This is an optimization exercise on Yosys and OpenROAD, whose aim is small area, a short achievable clock period and few clock cycles, not a production implementation. The RTL was checked by simulation tests, not by an equivalence proof against the original design. Power is estimated from default activity; no workload was simulated.

==> flow/design.v <==
package cpu_pkg;
    localparam int data_w    = 8;
    localparam int instr_w   = 16;
    localparam int reg_count = 16;
    localparam int op_lsb  = 12;
    localparam int rd_lsb  = 8;
    localparam int rs1_lsb = 4;
    localparam int rs2_lsb = 0;
    typedef logic [3:0]        reg_addr_t;
    typedef logic [data_w-1:0] data_t;
    typedef enum logic [3:0] {
        op_nop  = 4'd0,
        op_add  = 4'd1,
        op_sub  = 4'd2,
        op_and  = 4'd3,
        op_or   = 4'd4,
        op_xor  = 4'd5,
        op_shl  = 4'd6,
        op_shr  = 4'd7,
        op_ldi  = 4'd8,
        op_mul  = 4'd9,
        op_in   = 4'd10,
        op_out  = 4'd11,
        op_halt = 4'd15
    } opcode_t;
    typedef enum logic {
        unit_alu,
        unit_mul
    } unit_t;
endpackage
module instr_decoder (
    input  logic               clk,
    input  logic               rst,
    input  logic [cpu_pkg::instr_w-1:0] instr,
    input  logic               instr_valid,
    input  logic               issue_take,
    output logic               stall,
    output logic               dec_valid,
    output cpu_pkg::opcode_t            dec_op,
    output cpu_pkg::unit_t              dec_unit,
    output cpu_pkg::reg_addr_t          dec_rd,
    output cpu_pkg::reg_addr_t          dec_rs1,
    output cpu_pkg::reg_addr_t          dec_rs2,
    output cpu_pkg::data_t              dec_imm,
    output logic               dec_write
);
    logic [3:0] op_code;
    cpu_pkg::opcode_t    next_op;
    logic       load;
    logic       release_entry;
    assign op_code = instr[cpu_pkg::op_lsb +: 4];
    always_comb begin
        if ((op_code == 4'd12) || (op_code == 4'd13) || (op_code == 4'd14)) begin
            next_op = cpu_pkg::op_nop;
        end else begin
            next_op = cpu_pkg::opcode_t'(op_code);
        end
    end
    assign release_entry = issue_take && (dec_op != cpu_pkg::op_halt);
    assign stall = dec_valid && !release_entry;
    assign load  = instr_valid && !stall;
    always_ff @(posedge clk) begin
        if (rst) begin
            dec_valid <= 1'b0;
        end else if (load) begin
            dec_valid <= 1'b1;
        end else if (release_entry) begin
            dec_valid <= 1'b0;
        end
    end
    always_ff @(posedge clk) begin
        if (load) begin
            dec_op    <= next_op;
            dec_unit  <= (next_op == cpu_pkg::op_mul) ? cpu_pkg::unit_mul : cpu_pkg::unit_alu;
            dec_rd    <= instr[cpu_pkg::rd_lsb +: 4];
            dec_rs1   <= instr[cpu_pkg::rs1_lsb +: 4];
            dec_rs2   <= instr[cpu_pkg::rs2_lsb +: 4];
            dec_imm   <= instr[7:0];
            dec_write <= !((next_op == cpu_pkg::op_nop) || (next_op == cpu_pkg::op_out) ||
                           (next_op == cpu_pkg::op_halt));
        end
    end
endmodule
module issue_control #(
    parameter int rob_depth = 8
) (
    input  logic                         clk,
    input  logic                         rst,
    input  logic                         dec_valid,
    input  cpu_pkg::opcode_t                      dec_op,
    input  cpu_pkg::unit_t                        dec_unit,
    input  cpu_pkg::reg_addr_t                    dec_rd,
    input  cpu_pkg::reg_addr_t                    dec_rs1,
    input  cpu_pkg::reg_addr_t                    dec_rs2,
    input  cpu_pkg::data_t                        dec_imm,
    input  logic                         dec_write,
    input  logic                         rob_full,
    input  logic [$clog2(rob_depth)-1:0] alloc_tag,
    input  logic                         retire_valid,
    input  logic [$clog2(rob_depth)-1:0] retire_tag,
    input  cpu_pkg::data_t                        rs1_value,
    input  cpu_pkg::data_t                        rs2_value,
    input  logic [15:0]                  sw,
    output logic                         issue_take,
    output logic                         alloc,
    output cpu_pkg::reg_addr_t                    rs1_addr,
    output cpu_pkg::reg_addr_t                    rs2_addr,
    output logic                         alu_start,
    output logic                         mul_start,
    output cpu_pkg::opcode_t                      start_op,
    output cpu_pkg::data_t                        start_a,
    output cpu_pkg::data_t                        start_b,
    output logic [$clog2(rob_depth)-1:0] start_tag,
    output cpu_pkg::reg_addr_t                    start_rd,
    output logic                         start_write
);
    localparam int tag_w = $clog2(rob_depth);
    logic [cpu_pkg::reg_count-1:0] pending;
    logic [tag_w-1:0]     last_tag [cpu_pkg::reg_count];
    logic                 halted;
    logic                 uses_rs1;
    logic                 uses_rs2;
    logic                 src_busy;
    assign uses_rs1 = (dec_op == cpu_pkg::op_add) || (dec_op == cpu_pkg::op_sub) ||
                      (dec_op == cpu_pkg::op_and) || (dec_op == cpu_pkg::op_or)  ||
                      (dec_op == cpu_pkg::op_xor) || (dec_op == cpu_pkg::op_shl) ||
                      (dec_op == cpu_pkg::op_shr) || (dec_op == cpu_pkg::op_mul) ||
                      (dec_op == cpu_pkg::op_out);
    assign uses_rs2 = (dec_op == cpu_pkg::op_add) || (dec_op == cpu_pkg::op_sub) ||
                      (dec_op == cpu_pkg::op_and) || (dec_op == cpu_pkg::op_or)  ||
                      (dec_op == cpu_pkg::op_xor) || (dec_op == cpu_pkg::op_shl) ||
                      (dec_op == cpu_pkg::op_shr) || (dec_op == cpu_pkg::op_mul);
    assign src_busy = (uses_rs1 && pending[dec_rs1]) || (uses_rs2 && pending[dec_rs2]);
    assign issue_take = dec_valid && !rob_full && !src_busy && !halted;
    assign alloc      = issue_take;
    assign alu_start  = issue_take && (dec_unit == cpu_pkg::unit_alu);
    assign mul_start  = issue_take && (dec_unit == cpu_pkg::unit_mul);
    assign rs1_addr    = dec_rs1;
    assign rs2_addr    = dec_rs2;
    assign start_op    = dec_op;
    assign start_a     = (dec_op == cpu_pkg::op_in) ? sw[cpu_pkg::data_w-1:0] : rs1_value;
    assign start_b     = rs2_value;
    assign start_tag   = alloc_tag;
    assign start_rd    = dec_rd;
    assign start_write = dec_write;
    always_ff @(posedge clk) begin
        if (rst) begin
            pending <= '0;
            halted  <= 1'b0;
        end else begin
            for (int r = 0; r < cpu_pkg::reg_count; r++) begin
                if (retire_valid && pending[r] && (last_tag[r] == retire_tag)) begin
                    pending[r] <= 1'b0;
                end
            end
            if (issue_take && dec_write) begin
                pending[dec_rd] <= 1'b1;
            end
            if (issue_take && (dec_op == cpu_pkg::op_halt)) begin
                halted <= 1'b1;
            end
        end
    end
    always_ff @(posedge clk) begin
        if (issue_take && dec_write) begin
            last_tag[dec_rd] <= alloc_tag;
        end
    end
endmodule
module alu_unit #(
    parameter int rob_depth = 8
) (
    input  logic                         clk,
    input  logic                         rst,
    input  logic                         alu_start,
    input  cpu_pkg::opcode_t                      start_op,
    input  cpu_pkg::data_t                        start_a,
    input  cpu_pkg::data_t                        start_b,
    input  cpu_pkg::data_t                        start_imm,
    input  logic [$clog2(rob_depth)-1:0] start_tag,
    input  cpu_pkg::reg_addr_t                    start_rd,
    input  logic                         start_write,
    output logic                         alu_done,
    output logic [$clog2(rob_depth)-1:0] alu_tag,
    output cpu_pkg::reg_addr_t                    alu_rd,
    output cpu_pkg::data_t                        alu_value,
    output logic                         alu_write
);
    cpu_pkg::data_t result;
    always_comb begin
        case (start_op)
            cpu_pkg::op_add:  result = start_a + start_b;
            cpu_pkg::op_sub:  result = start_a - start_b;
            cpu_pkg::op_and:  result = start_a & start_b;
            cpu_pkg::op_or:   result = start_a | start_b;
            cpu_pkg::op_xor:  result = start_a ^ start_b;
            cpu_pkg::op_shl:  result = start_a << start_b[2:0];
            cpu_pkg::op_shr:  result = start_a >> start_b[2:0];
            cpu_pkg::op_ldi:  result = start_imm;
            default: result = start_a;
        endcase
    end
    always_ff @(posedge clk) begin
        if (rst) begin
            alu_done <= 1'b0;
        end else begin
            alu_done <= alu_start;
        end
    end
    always_ff @(posedge clk) begin
        if (alu_start) begin
            alu_tag   <= start_tag;
            alu_rd    <= start_rd;
            alu_value <= result;
            alu_write <= start_write;
        end
    end
endmodule
module mult_unit #(
    parameter int rob_depth = 8
) (
    input  logic                         clk,
    input  logic                         rst,
    input  logic                         mul_start,
    input  cpu_pkg::data_t                        start_a,
    input  cpu_pkg::data_t                        start_b,
    input  logic [$clog2(rob_depth)-1:0] start_tag,
    input  cpu_pkg::reg_addr_t                    start_rd,
    input  logic                         start_write,
    output logic                         mul_done,
    output logic [$clog2(rob_depth)-1:0] mul_tag,
    output cpu_pkg::reg_addr_t                    mul_rd,
    output cpu_pkg::data_t                        mul_value,
    output logic                         mul_write
);
    localparam int tag_w = $clog2(rob_depth);
    logic             s1_valid, s2_valid;
    cpu_pkg::data_t            s1_a, s1_b;
    logic [tag_w-1:0] s1_tag, s2_tag;
    cpu_pkg::reg_addr_t        s1_rd, s2_rd;
    logic             s1_write, s2_write;
    cpu_pkg::data_t            lo_full, hi_full;
    cpu_pkg::data_t            pp_lo;
    logic [3:0]       pp_hi;
    assign lo_full = s1_a * {4'b0000, s1_b[3:0]};
    assign hi_full = s1_a * {4'b0000, s1_b[7:4]};
    always_ff @(posedge clk) begin
        if (rst) begin
            s1_valid <= 1'b0;
            s2_valid <= 1'b0;
            mul_done <= 1'b0;
        end else begin
            s1_valid <= mul_start;
            s2_valid <= s1_valid;
            mul_done <= s2_valid;
        end
    end
    always_ff @(posedge clk) begin
        s1_a      <= start_a;
        s1_b      <= start_b;
        s1_tag    <= start_tag;
        s1_rd     <= start_rd;
        s1_write  <= start_write;
        pp_lo     <= lo_full;
        pp_hi     <= hi_full[3:0];
        s2_tag    <= s1_tag;
        s2_rd     <= s1_rd;
        s2_write  <= s1_write;
        mul_value <= pp_lo + {pp_hi, 4'b0000};
        mul_tag   <= s2_tag;
        mul_rd    <= s2_rd;
        mul_write <= s2_write;
    end
endmodule
module reorder_buffer #(
    parameter int rob_depth = 8
) (
    input  logic                         clk,
    input  logic                         rst,
    input  logic                         alloc,
    input  logic                         alloc_is_out,
    input  logic                         alu_done,
    input  logic [$clog2(rob_depth)-1:0] alu_tag,
    input  cpu_pkg::reg_addr_t                    alu_rd,
    input  cpu_pkg::data_t                        alu_value,
    input  logic                         alu_write,
    input  logic                         mul_done,
    input  logic [$clog2(rob_depth)-1:0] mul_tag,
    input  cpu_pkg::reg_addr_t                    mul_rd,
    input  cpu_pkg::data_t                        mul_value,
    input  logic                         mul_write,
    output logic                         rob_full,
    output logic [$clog2(rob_depth)-1:0] alloc_tag,
    output logic                         retire_valid,
    output logic [$clog2(rob_depth)-1:0] retire_tag,
    output cpu_pkg::reg_addr_t                    retire_rd,
    output cpu_pkg::data_t                        retire_value,
    output logic                         retire_write,
    output cpu_pkg::data_t                        led
);
    localparam int tag_w = $clog2(rob_depth);
    logic [tag_w-1:0]     head;
    logic [tag_w-1:0]     tail;
    logic [tag_w:0]       count;
    logic [rob_depth-1:0] busy;
    logic [rob_depth-1:0] done;
    logic [rob_depth-1:0] write_q;
    logic [rob_depth-1:0] is_out_q;
    cpu_pkg::reg_addr_t            rd_q [rob_depth];
    cpu_pkg::data_t                value_q [rob_depth];
    assign rob_full  = (count == (tag_w + 1)'(rob_depth));
    assign alloc_tag = tail;
    assign retire_valid = busy[head] && done[head];
    assign retire_tag   = head;
    assign retire_rd    = rd_q[head];
    assign retire_value = value_q[head];
    assign retire_write = write_q[head];
    always_ff @(posedge clk) begin
        if (rst) begin
            head  <= '0;
            tail  <= '0;
            count <= '0;
            busy  <= '0;
            done  <= '0;
            led   <= '0;
        end else begin
            if (retire_valid) begin
                busy[head] <= 1'b0;
                done[head] <= 1'b0;
                head       <= head + 1'b1;
                if (is_out_q[head]) begin
                    led <= value_q[head];
                end
            end
            if (alloc) begin
                busy[tail] <= 1'b1;
                done[tail] <= 1'b0;
                tail       <= tail + 1'b1;
            end
            if (alu_done) begin
                done[alu_tag] <= 1'b1;
            end
            if (mul_done) begin
                done[mul_tag] <= 1'b1;
            end
            case ({alloc, retire_valid})
                2'b10:   count <= count + 1'b1;
                2'b01:   count <= count - 1'b1;
                default: count <= count;
            endcase
        end
    end
    always_ff @(posedge clk) begin
        if (alloc) begin
            is_out_q[tail] <= alloc_is_out;
        end
        if (alu_done) begin
            rd_q[alu_tag]    <= alu_rd;
            value_q[alu_tag] <= alu_value;
            write_q[alu_tag] <= alu_write;
        end
        if (mul_done) begin
            rd_q[mul_tag]    <= mul_rd;
            value_q[mul_tag] <= mul_value;
            write_q[mul_tag] <= mul_write;
        end
    end
endmodule
module reg_file (
    input  logic      clk,
    input  logic      rst,
    input  cpu_pkg::reg_addr_t rs1_addr,
    input  cpu_pkg::reg_addr_t rs2_addr,
    input  logic      retire_valid,
    input  logic      retire_write,
    input  cpu_pkg::reg_addr_t retire_rd,
    input  cpu_pkg::data_t     retire_value,
    output cpu_pkg::data_t     rs1_value,
    output cpu_pkg::data_t     rs2_value
);
    cpu_pkg::data_t regs [cpu_pkg::reg_count];
    always_ff @(posedge clk) begin
        if (rst) begin
            for (int i = 0; i < cpu_pkg::reg_count; i++) begin
                regs[i] <= '0;
            end
        end else if (retire_valid && retire_write) begin
            regs[retire_rd] <= retire_value;
        end
    end
    assign rs1_value = regs[rs1_addr];
    assign rs2_value = regs[rs2_addr];
endmodule
module cpu #(
    parameter int rob_depth = 8
) (
    input  logic               clk,
    input  logic               rst,
    input  logic [cpu_pkg::instr_w-1:0] instr,
    input  logic               instr_valid,
    input  logic [15:0]        sw,
    output logic               stall,
    output cpu_pkg::data_t              led,
    output logic               retire_valid,
    output cpu_pkg::reg_addr_t          retire_rd,
    output cpu_pkg::data_t              retire_value,
    output logic               retire_write
);
    localparam int tag_w = $clog2(rob_depth);
    logic             dec_valid, dec_write;
    cpu_pkg::opcode_t          dec_op;
    cpu_pkg::unit_t            dec_unit;
    cpu_pkg::reg_addr_t        dec_rd, dec_rs1, dec_rs2;
    cpu_pkg::data_t            dec_imm;
    logic             issue_take, alloc, rob_full;
    logic [tag_w-1:0] alloc_tag, retire_tag;
    cpu_pkg::reg_addr_t        rs1_addr, rs2_addr;
    cpu_pkg::data_t            rs1_value, rs2_value;
    logic             alu_start, mul_start, start_write;
    cpu_pkg::opcode_t          start_op;
    cpu_pkg::data_t            start_a, start_b;
    logic [tag_w-1:0] start_tag;
    cpu_pkg::reg_addr_t        start_rd;
    logic             alu_done, alu_write, mul_done, mul_write;
    logic [tag_w-1:0] alu_tag, mul_tag;
    cpu_pkg::reg_addr_t        alu_rd, mul_rd;
    cpu_pkg::data_t            alu_value, mul_value;
    instr_decoder decoder_inst (.*);
    issue_control #(.rob_depth(rob_depth)) issue_inst (.*);
    alu_unit #(.rob_depth(rob_depth)) alu_inst (
        .start_imm(dec_imm),
        .*
    );
    mult_unit #(.rob_depth(rob_depth)) mul_inst (.*);
    reorder_buffer #(.rob_depth(rob_depth)) rob_inst (
        .alloc_is_out(dec_op == cpu_pkg::op_out),
        .*
    );
    reg_file regs_inst (.*);
endmodule
==> flow/run.sh <==
#!/bin/bash
# synth_recipe.tcl (not shown) runs the flow's synth.tcl, then flattens the netlist and writes it again
# the make line also repeats each setting of config.mk as NAME=value (left out here)
make -C /OpenROAD-flow-scripts/flow DESIGN_CONFIG=/design/flow/config.mk WORK_HOME=/design/flow/orfs CLKGATE_MAP_FILE= SYNTH_SCRIPT=/design/flow/synth_recipe.tcl finish
==> flow/config.mk <==
export PLATFORM = sky130hd
export DESIGN_NAME = cpu
export DESIGN_NICKNAME = cpu
export VERILOG_FILES = /design/flow/design.v
export SDC_FILE = /design/flow/constraint.sdc
export NUM_CORES = 4
export LEC_CHECK = 0
export CAP_MARGIN = 20
export CORE_MARGIN = 2
export CORE_UTILIZATION = 40
export SLEW_MARGIN = 20
==> flow/constraint.sdc <==
create_clock -name core_clock -period 5.5 [get_ports {clk}]
set_input_delay 1.1000 -clock core_clock [delete_from_list [all_inputs] [get_ports {clk}]]
set_output_delay 1.1000 -clock core_clock [all_outputs]
set_load 0.01 [all_outputs]
==> results of run 1 <==
==> flip-flops by register name, summed over array words and instances, names as in the netlist, 16 cells and up, named ones only <==
name                 count
regs_inst.regs         128
rob_inst.value_q        64
issue_inst.last_tag     48
rob_inst.rd_q           32
issue_inst.pending      16
==> kinds of logic (layout without fill, tap and decap cells) <==
logic type | Yosys count | in the layout | share of synthesized area [%]
buffers and inverters | 158 | 254 | 3.01
multiplexers | 263 | 263 | 17.6
AND/OR/NAND/NOR | 550 | 550 | 10.9
XOR/XNOR | 95 | 95 | 3.72
AO/OA/AOI/OAI | 225 | 225 | 6.96
flip-flops | 449 | 449 | 53.3
adder cells (fa/ha/maj) | 74 | 74 | 4.43
==> final cells by class <==
type,instances,share of cell area [%]
Sequential cell,449,47.1
Multi-Input combinational cell,1207,38.9
Clock buffer,79,5.68
Tap cell,756,3.67
Timing Repair Buffer,103,3.46
Inverter,58,0.854
Clock inverter,14,0.383
==> worst register-to-register path, stage by stage, from the launching register on <==
cell and delay (ps):
dfxtp_2 590, buf_4 350, mux4_2 550, nand2_1 120, and4_1 320, inv_1 260
nor3_2 250, nor2_1 80, xnor2_1 240, ha_1 300, o21ai_0 160, a21oi_1 80
o41ai_1 310, xnor3_1 310, xnor2_1 150, nand2_1 70, a31oi_1 220
==> power by group through the flow <==
stage | Clock (mW) | Sequential (mW) | Combinational, mW
6_report | 3.22 | 4.04 | 1.40
5_1_grt | 3.41 | 4.06 | 1.54
4_1_cts | 3.28 | 4.04 | 1.40
3_5_place_dp | 0 | 4.10 | 1.38
3_3_place_gp | 0 | 4.10 | 1.38
2_1_floorplan | 0 | 3.99 | 1.03
==> synth_stat cells, drive strengths merged, types with 3 or more instances <==
| master | count |
|---|---|
| a211oi | 15 |
| a21boi | 4 |
| a21o | 7 |
| a21oi | 50 |
| a221oi | 9 |
| a22o | 8 |
| a22oi | 15 |
| a31oi | 16 |
| and2 | 26 |
| buf | 37 |
| clkbuf | 63 |
| dfxtp | 135 |
| edfxtp | 314 |
| fa | 11 |
| ha | 63 |
| inv | 57 |
| mux2 | 119 |
| mux2i | 48 |
| mux4 | 96 |
| nand2 | 143 |
| nand2b | 33 |
| nand3 | 33 |
| nand3b | 6 |
| nand4 | 8 |
| nor2 | 225 |
| nor2b | 17 |
| nor3 | 24 |
| nor3b | 6 |
| nor4 | 5 |
| o211ai | 3 |
| o21a | 3 |
| o21ai | 30 |
| o21bai | 3 |
| o221ai | 6 |
| o22ai | 16 |
| o2bb2ai | 3 |
| o32a | 3 |
| o41ai | 18 |
| or2 | 9 |
| or3 | 8 |
| xnor2 | 33 |
| xor2 | 61 |
==> through the flow <==
stage | instances | hold slack (ps)
4_1_cts | 2666 | 325
3_5_place_dp | 2573 | 312
6_report | 2666 | 324
5_1_grt | 2666 | 327
3_3_place_gp | 2573 | 310
2_1_floorplan | 1814 | 310
==> path summary, 6_finish.rpt <==
kind | start | to | slack (ps)
worst min-delay path | mul_inst.s1_tag[0] | mul_inst.s2_tag[0] | 320
worst min register to register | mul_inst.s1_tag[0] | mul_inst.s2_tag[0] | 320
worst max-delay path | decoder_inst.dec_imm[4] | stall | 550
worst max register to register | flop | alu_inst.alu_value[7] | 970
==> per-layer routing <==
layer	global-route usage, %	up-vias	part of all wire, %	wire length, um
met5	0	-	0	0
met3	3.32	101	5.3	3340
met1	29.1	7533	44	27600
met4	6.48	0	2.8	1770
met2	35.2	466	48	30300
li1	-	6836	-	-
==> cells in the final DEF, fill, tap and decap left out, drive strengths merged, types with 48 or more instances in the layout <==
master and count:
a21oi 50, buf 55, clkbuf 79, clkdlybuf4s50 48, dfxtp 135, edfxtp 314, ha 63, inv 58
mux2 119, mux2i 48, mux4 96, nand2 143, nor2 225, xor2 61
==> impl_metrics.tcl, run 1 <==
set metrics [dict create \
    outcome "no timing/DRC/antenna violations" \
    yosysTopAreaCell "edfxtp_1" \
    grt_use_total_pct 21.4 \
    ant_nets 0 \
    die_h_um 243 \
    fp.coreArea_mm2 0.0563 \
    crit_path_end_kind "output pin" \
    port_buffers 49 \
    avgRoutedWirePerCell_um 23.6 \
    rsz0062_at_grt "no" \
    multi_input_area_mm2 0.0100 \
    root_buffer "clkbuf_16" \
    areaGrowthSynthToFinish_pct 13.3 \
    cts_made_buffers 50 \
    async_flop_share_pct 0 \
    dieArea_mm2 0.0588 \
    cp_slowest_cell "nor3_2" \
    ys_seq_area_share_pct 53.3 \
    min_path_type "reg -> reg" \
    clock_path_buffers 3 \
    crit_family "multiplexers" \
    yosysUniqueCellTypes 76 \
    synth_edf_count 314 \
    power.total_mw 8.66 \
    total_leakage_power_nw 9.40 \
    grt_antenna_before_repair 0 \
    final_util_pct 45.8 \
    remaining_drc_errors 0 \
    yosys_warnings 6 \
    dr.pass1.iters 5 \
    cts_tree "yes" \
    reg2regPathDepth 16 \
    syn_inst 1814 \
    grt_pass1_wl_mm 95.2 \
    ir_drop_mv 0.213 \
    fp.dieW_um 243 \
    critical_path.max_stage_delay_ps 590 \
    drv_slew 0 \
    overflow 0 \
    finalSetupViolations 0 \
    final_hold_viol_count 0 \
    post_cts_buffers 0 \
    finalWorstSetupSlack_ps 551 \
    pin_count 58 \
    critPathKind "reg -> out" \
    dp_hpwl_mm 43.9 \
    slew_headroom_pct 27.7 \
    ctsResizeCount 0 \
    row_count 87 \
    dp_slack_ps 1030 \
    fin_nets 1978 \
    routed_via_density 5.60 \
    clkPwrFrac_pct 37.2 \
    num_antenna_cells 0 \
    grt_max_degree 80 \
    worstPathArrival_ps 3850 \
    routed_wl_mm 63.0 \
    cap_violations 0 \
    worst_clock_skew_ps 26.2 \
    placed_area_mm2 0.0242 \
    path_max_fanout 10 \
    synth-seq-cells 449 \
    pwr-share-comb_pct 16.2 \
    drive_above_1_share_pct 19.7 \
    fmax_mhz 202 \
    path_depth 7 \
    yosys-top-cells-area "edfxtp_1 41%, dfxtp_1 12%, mux4_2 8.6%" \
    cp.required_ps 4400 \
    num_vias 14936 \
    hold_buffers 0 \
    grt_pass1_vias 15142 \
    fin_area_mm2 0.0258 \
    crit_chain "mux4_2, mux4_2, a21oi_1, a211oi_1, nor3_2, a21boi_1, clkdlybuf4s50_1" \
    drtIter0Drc 1281 \
    critPathBufInv 1 \
    setup_tns_ps 0 \
    clock_sinks 449 \
    period_share_pct 90.0 \
    start_util_pct 40.4 \
    clkLatencyLatePin_ps 600 \
    worst_pin_slew_ps 1080 \
    synthesis.area_mm2 0.0228 \
    min_period_ps 4950 \
    swShare_pct 27.1 \
    intPower_mw 6.31 \
    htree_num_levels 2 \
    power.density_mw_per_mm2 336 \
    synth_top_area_share_pct 41.4 \
    nFillCells 5156 \
    synth_flop_cell "edfxtp_1" \
    crit_top_cell "mux4_2" \
    seq_area_mm2 0.0121 \
    startpoint_type "flop" \
    holdPathStages 0 \
    place.gp.congestion 0.908 \
    clk_pin_slew_ps 60 \
    synthesis.nets 1923 \
    seq_power_share_pct 46.6 \
    p_sw_mw 2.35 \
    syn_avg_cell_area_um2 12.5 \
]
Testbench counts, summed over its fixed seeds: cycles 8,652.
==> inputs of run 2 (changes only) <==
==> flow/design.v (replaced) <==
package cpu_pkg;
    localparam int data_w    = 8;
    localparam int instr_w   = 16;
    localparam int reg_count = 16;
    localparam int op_lsb  = 12;
    localparam int rd_lsb  = 8;
    localparam int rs1_lsb = 4;
    localparam int rs2_lsb = 0;
    typedef logic [3:0]        reg_addr_t;
    typedef logic [data_w-1:0] data_t;
    typedef enum logic [3:0] {
        op_nop  = 4'd0,
        op_add  = 4'd1,
        op_sub  = 4'd2,
        op_and  = 4'd3,
        op_or   = 4'd4,
        op_xor  = 4'd5,
        op_shl  = 4'd6,
        op_shr  = 4'd7,
        op_ldi  = 4'd8,
        op_mul  = 4'd9,
        op_in   = 4'd10,
        op_out  = 4'd11,
        op_halt = 4'd15
    } opcode_t;
    typedef enum logic {
        unit_alu,
        unit_mul
    } unit_t;
endpackage
module cpu #(
    parameter int rob_depth = 8
) (
    input  logic                        clk,
    input  logic                        rst,
    input  logic [cpu_pkg::instr_w-1:0] instr,
    input  logic                        instr_valid,
    input  logic [15:0]                 sw,
    output logic                        stall,
    output cpu_pkg::data_t              led,
    output logic                        retire_valid,
    output cpu_pkg::reg_addr_t          retire_rd,
    output cpu_pkg::data_t              retire_value,
    output logic                        retire_write
);
    logic [3:0] op;
    logic [3:0] rd, rs1, rs2;
    logic       accept;
    logic       halted;
    logic       writes;
    assign op     = instr[15:12];
    assign rd     = instr[11:8];
    assign rs1    = instr[7:4];
    assign rs2    = instr[3:0];
    assign stall  = halted;
    assign accept = instr_valid && !halted && !rst;
    assign writes = (op != 4'd0) && (op <= 4'd10);
    cpu_pkg::data_t regs [cpu_pkg::reg_count];
    logic           ex_valid, ex_write, ex_out, ex_fa, ex_fb;
    logic [3:0]     ex_op, ex_rd;
    cpu_pkg::data_t ex_a, ex_b;
    cpu_pkg::data_t a, b, result;
    logic           r_valid, r_write, r_out;
    logic [3:0]     r_rd;
    cpu_pkg::data_t r_value;
    always_ff @(posedge clk) begin
        if (rst) begin
            halted   <= 1'b0;
            ex_valid <= 1'b0;
        end else begin
            ex_valid <= accept;
            if (accept && (op == 4'd15)) halted <= 1'b1;
        end
    end
    always_ff @(posedge clk) begin
        ex_op    <= op;
        ex_rd    <= rd;
        ex_write <= writes;
        ex_out   <= (op == 4'd11);
        ex_a     <= (op == 4'd10) ? sw[7:0] : regs[rs1];
        ex_b     <= (op == 4'd8) ? instr[7:0] : regs[rs2];
        ex_fa    <= ex_valid && ex_write && (ex_rd == rs1) && (op != 4'd10);
        ex_fb    <= ex_valid && ex_write && (ex_rd == rs2) && (op != 4'd8);
    end
    assign a = ex_fa ? r_value : ex_a;
    assign b = ex_fb ? r_value : ex_b;
    always_comb begin
        case (ex_op)
            4'd1:    result = a + b;
            4'd2:    result = a - b;
            4'd3:    result = a & b;
            4'd4:    result = a | b;
            4'd5:    result = a ^ b;
            4'd6:    result = a << b[2:0];
            4'd7:    result = a >> b[2:0];
            4'd8:    result = b;
            4'd9:    result = a * b;
            default: result = a;
        endcase
    end
    always_ff @(posedge clk) begin
        for (int i = 0; i < cpu_pkg::reg_count; i++) begin
            if (rst || (ex_valid && ex_write && (ex_rd == 4'(i)))) begin
                regs[i] <= rst ? 8'd0 : result;
            end
        end
    end
    always_ff @(posedge clk) begin
        if (rst) begin
            r_valid <= 1'b0;
            led     <= 8'd0;
        end else begin
            r_valid <= ex_valid;
            if (r_valid && r_out) led <= r_value;
        end
    end
    always_ff @(posedge clk) begin
        r_value <= result;
        r_rd    <= ex_rd;
        r_write <= ex_write;
        r_out   <= ex_out;
    end
    assign retire_valid = r_valid;
    assign retire_rd    = r_rd;
    assign retire_value = r_value;
    assign retire_write = r_write;
endmodule
==> impl_metrics.tcl, run 2 <==
set metrics [dict create \
    hold-worst-slack_ps 404 \
    regToRegEndpoint "regs[15][4]" \
    ir_drop_mv 0.174 \
    row_count 60 \
    worst_clock_skew_ps 24.3 \
    dp_hpwl_mm 26.9 \
    path_max_fanout 16 \
    outcome "no timing/DRC/antenna violations" \
    slew_headroom_pct 31.8 \
    nFillCells 2542 \
    start_util_pct 40.8 \
    yosysUniqueCellTypes 70 \
    drv_slew 0 \
    power.total_mw 4.49 \
    overflow 0 \
    pin_count 58 \
    yosysTopAreaCell "edfxtp_1" \
    port_buffers 49 \
    cts_tree "yes" \
    root_buffer "clkbuf_16" \
    final_cell_mix "128 x edfxtp_1, 106 x nand2_1, 90 x nor2_1" \
    avgRoutedWirePerCell_um 24.9 \
    clock_path_buffers 2 \
    cap_violations 0 \
    drtIter0Drc 1280 \
    setup_tns_ps 0 \
    placed_area_mm2 0.0121 \
    rr_startpoint "ex_fb" \
    finalSetupViolations 0 \
    grt_pass1_vias 9241 \
    syn_inst 1115 \
    largest_register_ffs 128 \
    place.gp.congestion 0.945 \
    fp.coreArea_mm2 0.0270 \
    synthesis.area_mm2 0.0110 \
    yosys-top-cells-area "edfxtp_1 35%, dfxtp_1 9.7%, ha_1 4.7%" \
    rrSetupSlack_ps 370 \
    ant_nets 0 \
    grt_use_total_pct 26.5 \
    final_util_pct 47.3 \
    routed_wl_mm 38.0 \
    die_h_um 170 \
    syn_avg_cell_area_um2 9.85 \
    fp.dieW_um 170 \
    rsz0062_at_grt "no" \
    reg2regPathDepth 18 \
    critPathKind "reg -> reg" \
    synth_most_common_cell "edfxtp_1" \
    synth_top_area_share_pct 35.0 \
    async_flop_share_pct 0 \
    grt_antenna_before_repair 0 \
    fin_area_mm2 0.0128 \
    min_from "ex_out" \
    areaGrowthSynthToFinish_pct 16.1 \
    yosys_warnings 2 \
    drive_above_1_share_pct 11.7 \
    holdPathStages 0 \
    min_period_ps 5130 \
    synth_flop_cell "edfxtp_1" \
    hold_end "r_out" \
    min_path_type "reg -> reg" \
    grt_max_degree 35 \
    synthesis.nets 1204 \
    synth_edf_count 128 \
    cp.required_ps 5670 \
    power.density_mw_per_mm2 352 \
    ys_seq_area_share_pct 44.6 \
    num_vias 9539 \
    remaining_drc_errors 0 \
    final_hold_viol_count 0 \
    worstPathArrival_ps 5300 \
    dieArea_mm2 0.0288 \
    crit_path_end_kind "flop" \
    synth_common_cells "128 x edfxtp_1, 106 x nand2_1, 90 x nor2_1" \
    regMostFlops "regs" \
    grt_pass1_wl_mm 56.8 \
    fmax_mhz 195 \
    total_leakage_power_nw 4.83 \
    routed_via_density 6.26 \
    cts_made_buffers 17 \
    num_antenna_cells 0 \
    clk_pin_slew_ps 70 \
    startpoint_type "flop" \
    clock_sinks 181 \
    synth-seq-cells 181 \
    crit_start "ex_fb" \
    fin_nets 1260 \
    dr.pass1.iters 8 \
    htree_num_levels 4 \
    clkLatencyLatePin_ps 450 \
    period_share_pct 93.3 \
    layout_commonest_cell "edfxtp_1" \
    worst_pin_slew_ps 1020 \
]
-- run 2: report_power, final --
part	switching, mW	internal [mW]
Combinational	0.837	0.582
Sequential	0.113	1.65
Clock	0.643	0.671
-- run 2: how the worst max path moves through the flow --
stage,endpoint,slack (ps)
final,regs[15][4],370
after global routing,regs[3][4],140
after CTS,regs[14][7],210
after detailed placement,regs[7][7],50
after global placement,regs[9][7],140
after floorplan,regs[0][6],630
-- run 2: timing repair --
item	in CTS	in global routing
pin swaps	0	1
endpoints found under the setup margin	16	16
resized for setup	1	0
hold buffers	0	0
buffers inserted	0	1
-- run 2: logic make-up after synthesis --
kind of cell / synth area share, %
flops: 44.6
compound gates: 19.0
fa+ha+maj: 7.04
xor+xnor: 2.91
mux: 7.44
simple gates: 14.0
buf+inv: 4.96
-- run 2: stage by stage --
step	instances	worst slack [ps]
3_5_place_dp	1492	45.5
2_1_floorplan	1115	627
3_3_place_gp	1492	138
5_1_grt	1525	138
6_report	1525	370
4_1_cts	1524	209
-- run 2: layout make-up --
type	count	area [um2]	area share, %
Multi-Input combinational cell	798	5610	44.0
Sequential cell	181	4900	38.5
Timing Repair Buffer	109	928	7.28
Tap cell	341	427	3.35
Clock buffer	17	425	3.34
Inverter	64	243	1.90
Clock inverter	15	215	1.69
-- run 2: critical path: stages (launching register included) --
cell and delay (ps):
dfxtp_1 580, buf_4 300, mux2i_4 370, inv_2 90
ha_1 250, ha_1 290, ha_1 180, inv_1 70
fa_1 420, inv_1 70, ha_1 160, inv_1 60
fa_1 470, nand2b_1 150, o32a_1 160, o221ai_1 190
nor2_1 90, a32oi_1 410, and2_1 540
-- run 2: routing by layer --
| layer | routed length [um] | GRT usage, % |
|---|---|---|
| met1 | 15100 | 35.0 |
| met2 | 17800 | 43.5 |
| met3 | 3490 | 3.59 |
| met4 | 1620 | 11.8 |
| met5 | 0 | 0 |
Testbench counts of run 2, summed over its fixed seeds: cycles 4,305.

==> static timing again, ports no longer ideal <==
How much do the figures lean on ideal ports? The routed layouts below were timed once more, with nothing changed but the port constraints.
Step 1, drivers: a clkbuf_16 drives clk and a buf_2 each remaining input, both assumed.
Step 2 adds t to the input delays and takes it off the output delays; t is the mean of the earliest and latest rising clock arrival at the registers after step 1. Input paths then give back, and output paths get back, about the clock's delay inside the block.
Three values: ideal, step 1, step 2; two values: the first two.
run	shift t [ns]	setup WS [ns]	worst setup path after step 2	worst register clock-pin slew, ns	pins driven straight from the clock port
run 1	0.647	0.551 / 0.493 / 0.970	register to register	0.06 / 0.06	1
run 2	0.490	0.370 / 0.370 / 0.370	register to register	0.09 / 0.09	1
After both steps setup and hold are still met in every run listed.
